Source: an optimization exercise on an open RTL-to-GDS flow (aim: small area). Production flows keep margins and buffers that such runs may drop. Where RTL was checked, it was by simulation tests only, not by an equivalence proof against the original. Power figures rest on the tool's default switching activity, not on a simulated workload.

run 1:
==> flow/design.v <==
`timescale 1ns/1ps
module subcarrier_selector
(
    input  logic        clk,
    input  logic        reset,
    input  logic        accept_i,
    input  logic [2:0]  modulation_i,
    output logic        is_data_o,
    output logic        last_o,
    output logic        mod_qpsk_o,
    output logic        mod_qam16_o,
    output logic [2:0]  data_cnt_o
);
    localparam logic [255:0] USED_SUBCARRIER_MASK =
        ({256{1'b1}} << 156) | (((256'd1 << 101) - 256'd1) & ~256'd1);
    localparam logic [255:0] PILOT_MASK =
        (256'd1 << 13)  | (256'd1 << 38)  | (256'd1 << 63)  | (256'd1 << 88) |
        (256'd1 << 168) | (256'd1 << 193) | (256'd1 << 218) | (256'd1 << 243);
    localparam logic [255:0] DATA_SUBCARRIER_MASK =
        USED_SUBCARRIER_MASK & ~PILOT_MASK;
    logic [7:0] sc_cnt_q;
    assign is_data_o = DATA_SUBCARRIER_MASK[sc_cnt_q];
    assign last_o    = accept_i && (sc_cnt_q == 8'd255);
    always_ff @(posedge clk)
    begin
        if (reset)
        begin
            sc_cnt_q    <= '0;
            data_cnt_o  <= '0;
            mod_qpsk_o  <= 1'b0;
            mod_qam16_o <= 1'b0;
        end
        else if (accept_i)
        begin
            sc_cnt_q <= sc_cnt_q + 1'b1;
            if (sc_cnt_q == '0)
            begin
                mod_qpsk_o  <= (modulation_i == 3'd1);
                mod_qam16_o <= (modulation_i == 3'd2);
            end
            if (is_data_o)
                data_cnt_o <= data_cnt_o + 1'b1;
        end
    end
endmodule
`timescale 1ns/1ps
module constellation_demapper
(
    input  logic [31:0] sample_i,
    output logic        sign_i_o,
    output logic        inner_i_o,
    output logic        sign_q_o,
    output logic        inner_q_o
);
    localparam logic signed [15:0] QAM16_THRESHOLD = 16'sd8192;
    logic signed [15:0] s_i;
    logic signed [15:0] s_q;
    assign s_i       = sample_i[31:16];
    assign s_q       = sample_i[15:0];
    assign sign_i_o  = s_i[15];
    assign sign_q_o  = s_q[15];
    assign inner_i_o = (s_i < QAM16_THRESHOLD) && (s_i > -QAM16_THRESHOLD);
    assign inner_q_o = (s_q < QAM16_THRESHOLD) && (s_q > -QAM16_THRESHOLD);
endmodule
`timescale 1ns/1ps
module payload_assembler
(
    input  logic        clk,
    input  logic        reset,
    input  logic        write_i,
    input  logic        last_i,
    input  logic        mod_qpsk_i,
    input  logic        mod_qam16_i,
    input  logic [2:0]  data_cnt_i,
    input  logic        sign_i_i,
    input  logic        inner_i_i,
    input  logic        sign_q_i,
    input  logic        inner_q_i,
    input  logic        byte_ready_i,
    output logic [7:0]  byte_o,
    output logic        byte_valid_o,
    output logic        sending_o
);
    localparam int SLOTS = 3;
    localparam int RINGS = 96 / SLOTS;
    localparam int SW    = 2;
    logic [7:0]    acc_q;
    logic [7:0]    hold_q;
    logic          acc_full_q;
    logic          hold_full_q;
    logic          byte_done;
    logic          push;
    logic [7:0]    push_byte;
    logic [2:0]    pend_q;
    logic          sym_qpsk_q;
    logic          sym_qam16_q;
    logic [6:0]    rd_cnt_q;
    logic          rd_last;
    logic          rd;
    logic [SW-1:0] phase_q;
    logic [SW-1:0] phase_d;
    logic [SW-1:0] slot_q;
    logic [SW-1:0] slot_d;
    logic [SLOTS-1:0] rd_cell_q;
    logic          rd_inv_q;
    logic          wr_qam16;
    logic          wr_qpsk;
    logic [7:0]    ring_in [RINGS];
    logic [SLOTS-1:0] rd_pend_q;
    logic [SLOTS-1:0] rd_pend_d;
    logic          shift_q;
    logic          shift_n_q;
    logic          shift_d;
    logic          acc_full_d;
    logic          hold_full_d;
    logic          hold_load;
    logic          byte_valid_d;
    logic          sending_d;
    logic [6:0]    rd_cnt_d;
    logic          round_q;
    logic [7:0]    push_code;
    logic [7:0]    rd_code;
    logic [7:0]    ring_q [RINGS][SLOTS];
    function automatic logic [SW-1:0] next_slot(input logic [SW-1:0] s);
        next_slot = (s == SW'(SLOTS - 1)) ? '0 : s + 1'b1;
    endfunction
    always_comb
    begin
        if (mod_qam16_i)
            byte_done = data_cnt_i[0];
        else if (mod_qpsk_i)
            byte_done = (data_cnt_i[1:0] == 2'd3);
        else
            byte_done = (data_cnt_i == 3'd7);
    end
    always_ff @(posedge clk)
    begin
        if (write_i)
        begin
            if (mod_qam16_i)
                acc_q[4*data_cnt_i[0] +: 4] <= {inner_q_i, sign_q_i, inner_i_i, sign_i_i};
            else if (mod_qpsk_i)
                acc_q[2*data_cnt_i[1:0] +: 2] <= {sign_q_i, sign_i_i};
            else
                acc_q[data_cnt_i] <= sign_i_i;
        end
    end
    assign push      = (acc_full_q || hold_full_q) && !sending_o && (phase_q == slot_q);
    assign push_byte = hold_full_q ? hold_q : acc_q;
    assign hold_load = acc_full_q && !(push && !hold_full_q) && (!hold_full_q || push);
    always_comb
    begin
        hold_full_d = hold_load || (hold_full_q && !push);
        acc_full_d  = (write_i && byte_done) || (acc_full_q && !(push && !hold_full_q) && !hold_load);
    end
    always_ff @(posedge clk)
    begin
        if (hold_load)
            hold_q <= acc_q;
    end
    always_ff @(posedge clk)
    begin
        if (last_i)
        begin
            sym_qpsk_q  <= mod_qpsk_i;
            sym_qam16_q <= mod_qam16_i;
        end
    end
    always_comb
    begin
        if (sym_qam16_q)
            rd_last = (rd_cnt_q == 7'd95);
        else if (sym_qpsk_q)
            rd_last = (rd_cnt_q == 7'd47);
        else
            rd_last = (rd_cnt_q == 7'd23);
    end
    assign rd      = sending_o && byte_ready_i;
    assign phase_d = next_slot(phase_q);
    always_comb
    begin
        byte_valid_d = rd;
        sending_d    = sending_o;
        rd_cnt_d     = rd_cnt_q;
        slot_d       = slot_q;
        if (pend_q[2])
            sending_d = 1'b1;
        if (push)
            slot_d = next_slot(slot_q);
        if (rd)
        begin
            if (rd_last)
            begin
                sending_d = 1'b0;
                rd_cnt_d  = '0;
                slot_d    = phase_d;
            end
            else
            begin
                rd_cnt_d = rd_cnt_q + 1'b1;
                slot_d   = next_slot(slot_q);
            end
        end
        for (int s = 0; s < SLOTS; s++)
            rd_pend_d[s] = (rd && slot_q == SW'(s)) || (rd_pend_q[s] && phase_q != SW'(s));
    end
    always_ff @(posedge clk)
    begin
        if (reset)
        begin
            pend_q       <= '0;
            sending_o    <= 1'b0;
            rd_cnt_q     <= '0;
            byte_valid_o <= 1'b0;
            acc_full_q   <= 1'b0;
            hold_full_q  <= 1'b0;
            phase_q      <= '0;
            slot_q       <= '0;
            rd_pend_q    <= '0;
        end
        else
        begin
            pend_q       <= {pend_q[1:0], last_i};
            sending_o    <= sending_d;
            rd_cnt_q     <= rd_cnt_d;
            byte_valid_o <= byte_valid_d;
            acc_full_q   <= acc_full_d;
            hold_full_q  <= hold_full_d;
            phase_q      <= phase_d;
            slot_q       <= slot_d;
            rd_pend_q    <= rd_pend_d;
        end
    end
    always_ff @(posedge clk)
    begin
        for (int c = 0; c < SLOTS; c++)
            rd_cell_q[c] <= (slot_q == SW'((int'(phase_d) + c) % SLOTS));
        rd_inv_q <= (round_q ^ (phase_q == SW'(SLOTS - 1))) ^ (phase_d > slot_q);
    end
    assign shift_d = ((acc_full_d || hold_full_d) && !sending_d && (phase_d == slot_d))
                   || rd_pend_d[phase_d];
    always_ff @(posedge clk)
    begin
        shift_q   <= !reset && shift_d;
        shift_n_q <= reset || !shift_d;
    end
    always_ff @(posedge clk)
    begin
        if (reset)
            round_q <= 1'b0;
        else if (phase_q == SW'(SLOTS - 1))
            round_q <= !round_q;
    end
    assign push_code = push_byte ^ {8{round_q}};
    always_ff @(posedge clk)
    begin
        for (int r = 0; r < RINGS; r++)
            ring_q[r][SLOTS-1] <= ~(({8{shift_q}} | ring_q[r][0]) & ({8{shift_n_q}} | ring_in[r]));
        for (int r = 0; r < RINGS; r++)
            for (int c = 0; c < SLOTS - 1; c++)
                ring_q[r][c] <= ring_q[r][c+1];
    end
    assign wr_qam16 = sending_o || ((pend_q != '0) ? sym_qam16_q : mod_qam16_i);
    assign wr_qpsk  = !sending_o && ((pend_q != '0) ? sym_qpsk_q : mod_qpsk_i);
    always_comb
    begin
        ring_in[0] = push_code;
        for (int r = 1; r < RINGS; r++)
            ring_in[r] = ring_q[r-1][0];
        if (wr_qpsk)
            ring_in[RINGS - 48 / SLOTS] = push_code;
        if (!wr_qpsk && !wr_qam16)
            ring_in[RINGS - 24 / SLOTS] = push_code;
    end
    always_comb
    begin
        rd_code = '0;
        for (int c = 0; c < SLOTS; c++)
            rd_code = rd_code | ({8{rd_cell_q[c]}} & ring_q[RINGS-1][c]);
        byte_o = rd_code ^ {8{rd_inv_q}};
    end
endmodule
`timescale 1ns/1ps
module ofdm_payload_rx
(
    input  logic        clk,
    input  logic        reset,
    input  logic        sample_valid_i,
    input  logic [31:0] sample_i,
    input  logic [2:0]  modulation_i,
    input  logic        byte_ready_i,
    output logic        byte_valid_o,
    output logic [7:0]  byte_o,
    output logic        busy_o
);
    logic       accept;
    logic       is_data;
    logic       last;
    logic       mod_qpsk;
    logic       mod_qam16;
    logic [2:0] data_cnt;
    logic       sign_i;
    logic       inner_i;
    logic       sign_q;
    logic       inner_q;
    logic       sending;
    assign accept = sample_valid_i && !sending;
    subcarrier_selector u_selector (
        .clk          (clk),
        .reset        (reset),
        .accept_i     (accept),
        .modulation_i (modulation_i),
        .is_data_o    (is_data),
        .last_o       (last),
        .mod_qpsk_o   (mod_qpsk),
        .mod_qam16_o  (mod_qam16),
        .data_cnt_o   (data_cnt)
    );
    constellation_demapper u_demapper (
        .sample_i  (sample_i),
        .sign_i_o  (sign_i),
        .inner_i_o (inner_i),
        .sign_q_o  (sign_q),
        .inner_q_o (inner_q)
    );
    payload_assembler u_assembler (
        .clk          (clk),
        .reset        (reset),
        .write_i      (accept && is_data),
        .last_i       (last),
        .mod_qpsk_i   (mod_qpsk),
        .mod_qam16_i  (mod_qam16),
        .data_cnt_i   (data_cnt),
        .sign_i_i     (sign_i),
        .inner_i_i    (inner_i),
        .sign_q_i     (sign_q),
        .inner_q_i    (inner_q),
        .byte_ready_i (byte_ready_i),
        .byte_o       (byte_o),
        .byte_valid_o (byte_valid_o),
        .sending_o    (sending)
    );
    assign busy_o = sending;
endmodule
==> flow/config.mk <==
export PLATFORM = sky130hd
export DESIGN_NAME = ofdm_payload_rx
export DESIGN_NICKNAME = ofdm_payload_rx
export VERILOG_FILES = /design/flow/design.v
export SDC_FILE = /design/flow/constraint.sdc
export NUM_CORES = 4
export LEC_CHECK = 0
export CAP_MARGIN = 20
export CORE_MARGIN = 2
export CORE_UTILIZATION = 60
export PLACE_DENSITY = 0.7
export SLEW_MARGIN = 20
==> flow/constraint.sdc <==
create_clock -name core_clock -period 6.0 [get_ports {clk}]
set_input_delay 1.2000 -clock core_clock [delete_from_list [all_inputs] [get_ports {clk}]]
set_output_delay 1.2000 -clock core_clock [all_outputs]
set_load 0.01 [all_outputs]
standard.sh (not shown) runs the stock make flow with config.mk's settings and CLKGATE_MAP_FILE= SYNTH_SCRIPT=/design/flow/synth_recipe.tcl, a recipe that flattens the netlist after the stock synthesis.
==> flow/flow/run.sh <==
#!/bin/bash
# Standard ORFS layout, with single-strength port buffers and a clock tree
# built from larger sink clusters without dummy loads.
set -euo pipefail
export BUFFER_PORTS_ARGS="-buffer_cell sky130_fd_sc_hd__buf_1"
export CTS_ARGS="-sink_clustering_enable -repair_clock_nets -sink_clustering_size 20 -sink_clustering_max_diameter 60 -buf_list sky130_fd_sc_hd__clkbuf_8 -dont_use_dummy_load"
bash standard.sh > standard.log 2>&1
Run 1 | stages: all done | timing, DRC, antenna: all pass
The following lists how run 2 was set up differently from run 1:
--- a/flow/design.v
+++ b/flow/design.v
@@ -101,11 +101,7 @@
     logic [SW-1:0] phase_d;
     logic [SW-1:0] slot_q;
     logic [SW-1:0] slot_d;
-    logic [SLOTS-1:0] rd_cell_q;
-    logic          rd_inv_q;
-    logic          wr_qam16;
-    logic          wr_qpsk;
-    logic [7:0]    ring_in [RINGS];
+    logic [SW-1:0] rd_slot_q;
     logic [SLOTS-1:0] rd_pend_q;
     logic [SLOTS-1:0] rd_pend_d;
     logic          shift_q;
@@ -117,6 +113,7 @@
     logic          byte_valid_d;
     logic          sending_d;
     logic [6:0]    rd_cnt_d;
+    logic [7:0]    head [SLOTS];
     logic          round_q;
     logic [7:0]    push_code;
     logic [7:0]    rd_code;
@@ -233,9 +230,8 @@
     end
     always_ff @(posedge clk)
     begin
-        for (int c = 0; c < SLOTS; c++)
-            rd_cell_q[c] <= (slot_q == SW'((int'(phase_d) + c) % SLOTS));
-        rd_inv_q <= (round_q ^ (phase_q == SW'(SLOTS - 1))) ^ (phase_d > slot_q);
+        if (rd)
+            rd_slot_q <= slot_q;
     end
     assign shift_d = ((acc_full_d || hold_full_d) && !sending_d && (phase_d == slot_d))
                    || rd_pend_d[phase_d];
@@ -254,30 +250,29 @@
     assign push_code = push_byte ^ {8{round_q}};
     always_ff @(posedge clk)
     begin
-        for (int r = 0; r < RINGS; r++)
-            ring_q[r][SLOTS-1] <= ~(({8{shift_q}} | ring_q[r][0]) & ({8{shift_n_q}} | ring_in[r]));
+        ring_q[0][SLOTS-1] <= ~(({8{shift_q}} | ring_q[0][0]) & ({8{shift_n_q}} | push_code));
+        for (int r = 1; r < RINGS; r++)
+            ring_q[r][SLOTS-1] <= ~(({8{shift_q}} | ring_q[r][0]) & ({8{shift_n_q}} | ring_q[r-1][0]));
         for (int r = 0; r < RINGS; r++)
             for (int c = 0; c < SLOTS - 1; c++)
                 ring_q[r][c] <= ring_q[r][c+1];
     end
-    assign wr_qam16 = sending_o || ((pend_q != '0) ? sym_qam16_q : mod_qam16_i);
-    assign wr_qpsk  = !sending_o && ((pend_q != '0) ? sym_qpsk_q : mod_qpsk_i);
-    always_comb
-    begin
-        ring_in[0] = push_code;
-        for (int r = 1; r < RINGS; r++)
-            ring_in[r] = ring_q[r-1][0];
-        if (wr_qpsk)
-            ring_in[RINGS - 48 / SLOTS] = push_code;
-        if (!wr_qpsk && !wr_qam16)
-            ring_in[RINGS - 24 / SLOTS] = push_code;
-    end
     always_comb
     begin
-        rd_code = '0;
         for (int c = 0; c < SLOTS; c++)
-            rd_code = rd_code | ({8{rd_cell_q[c]}} & ring_q[RINGS-1][c]);
-        byte_o = rd_code ^ {8{rd_inv_q}};
+        begin
+            if (sym_qam16_q)
+                head[c] = ring_q[96 / SLOTS - 1][c];
+            else if (sym_qpsk_q)
+                head[c] = ring_q[48 / SLOTS - 1][c];
+            else
+                head[c] = ring_q[24 / SLOTS - 1][c];
+        end
+        rd_code = head[0];
+        for (int c = 0; c < SLOTS; c++)
+            if (rd_slot_q == SW'((int'(phase_q) + c) % SLOTS))
+                rd_code = head[c];
+        byte_o = rd_code ^ {8{round_q ^ (phase_q > rd_slot_q)}};
     end
 endmodule
 `timescale 1ns/1ps
[summary]
Run 2: full flow OK, the timing, design-rule and antenna checks passed. Sort run 1 and run 2 by critical path depth in cells desc -> top: run 2. Summary — final hold slack, run 2 relative to run 1: higher, by 0.022 ns. As of run 2, count of nets after finishing had risen by a few percent compared to run 1. Against run 1 as the reference, run 2 delivers a lower growth of design area from synthesis to finish. In the flow results for run 1 and run 2, the post-synthesis sequential area ratio is larger on run 1. Final area delta (run 2 − run 1): unfavourable. Looking at combinational group share of total power across run 1 and run 2, the one that comes out higher is run 1. Compared with run 1, in run 2 routed wire length picked up an extra about 1.3%, static power due to leakage now sits higher, overall die area now larger, number of enable-type register cells in the synthesized netlist went up by 2. Looking at synthesized-area fraction occupied by and/or/nand/nor cells, run 2 sits 0.40 points above run 1. Final-layout fill cell count is lower on run 1.
Only the layout flow was run in run 2; the RTL was not checked for function there.

[re-timing with driven ports]
Ports are ideal in the flow. The routed layouts listed here were re-timed in OpenROAD.
Step 1 sets driving cells, clkbuf_16 on the clock port and buf_2 on the other inputs (assumed; they add their load-dependent delay and slew).
Step 2 also shifts input and output timing later by t, the mid clock arrival at the registers, as if the neighbouring blocks saw the same clock.
Three values: ideal, step 1, step 2; two values: the first two.
| run | shift t [ns] | setup WS [ns] | slew at the worst register clock pin (ns) | pins driven straight from the clock port |
|---|---|---|---|---|
| run 1 | 0.625 | 2.927 / 2.880 / 3.192 | 0.11 / 0.11 | 1 |
| run 2 | 0.653 | 1.582 / 1.530 / 2.183 | 0.11 / 0.11 | 1 |
After both steps every run listed still meets setup and hold.
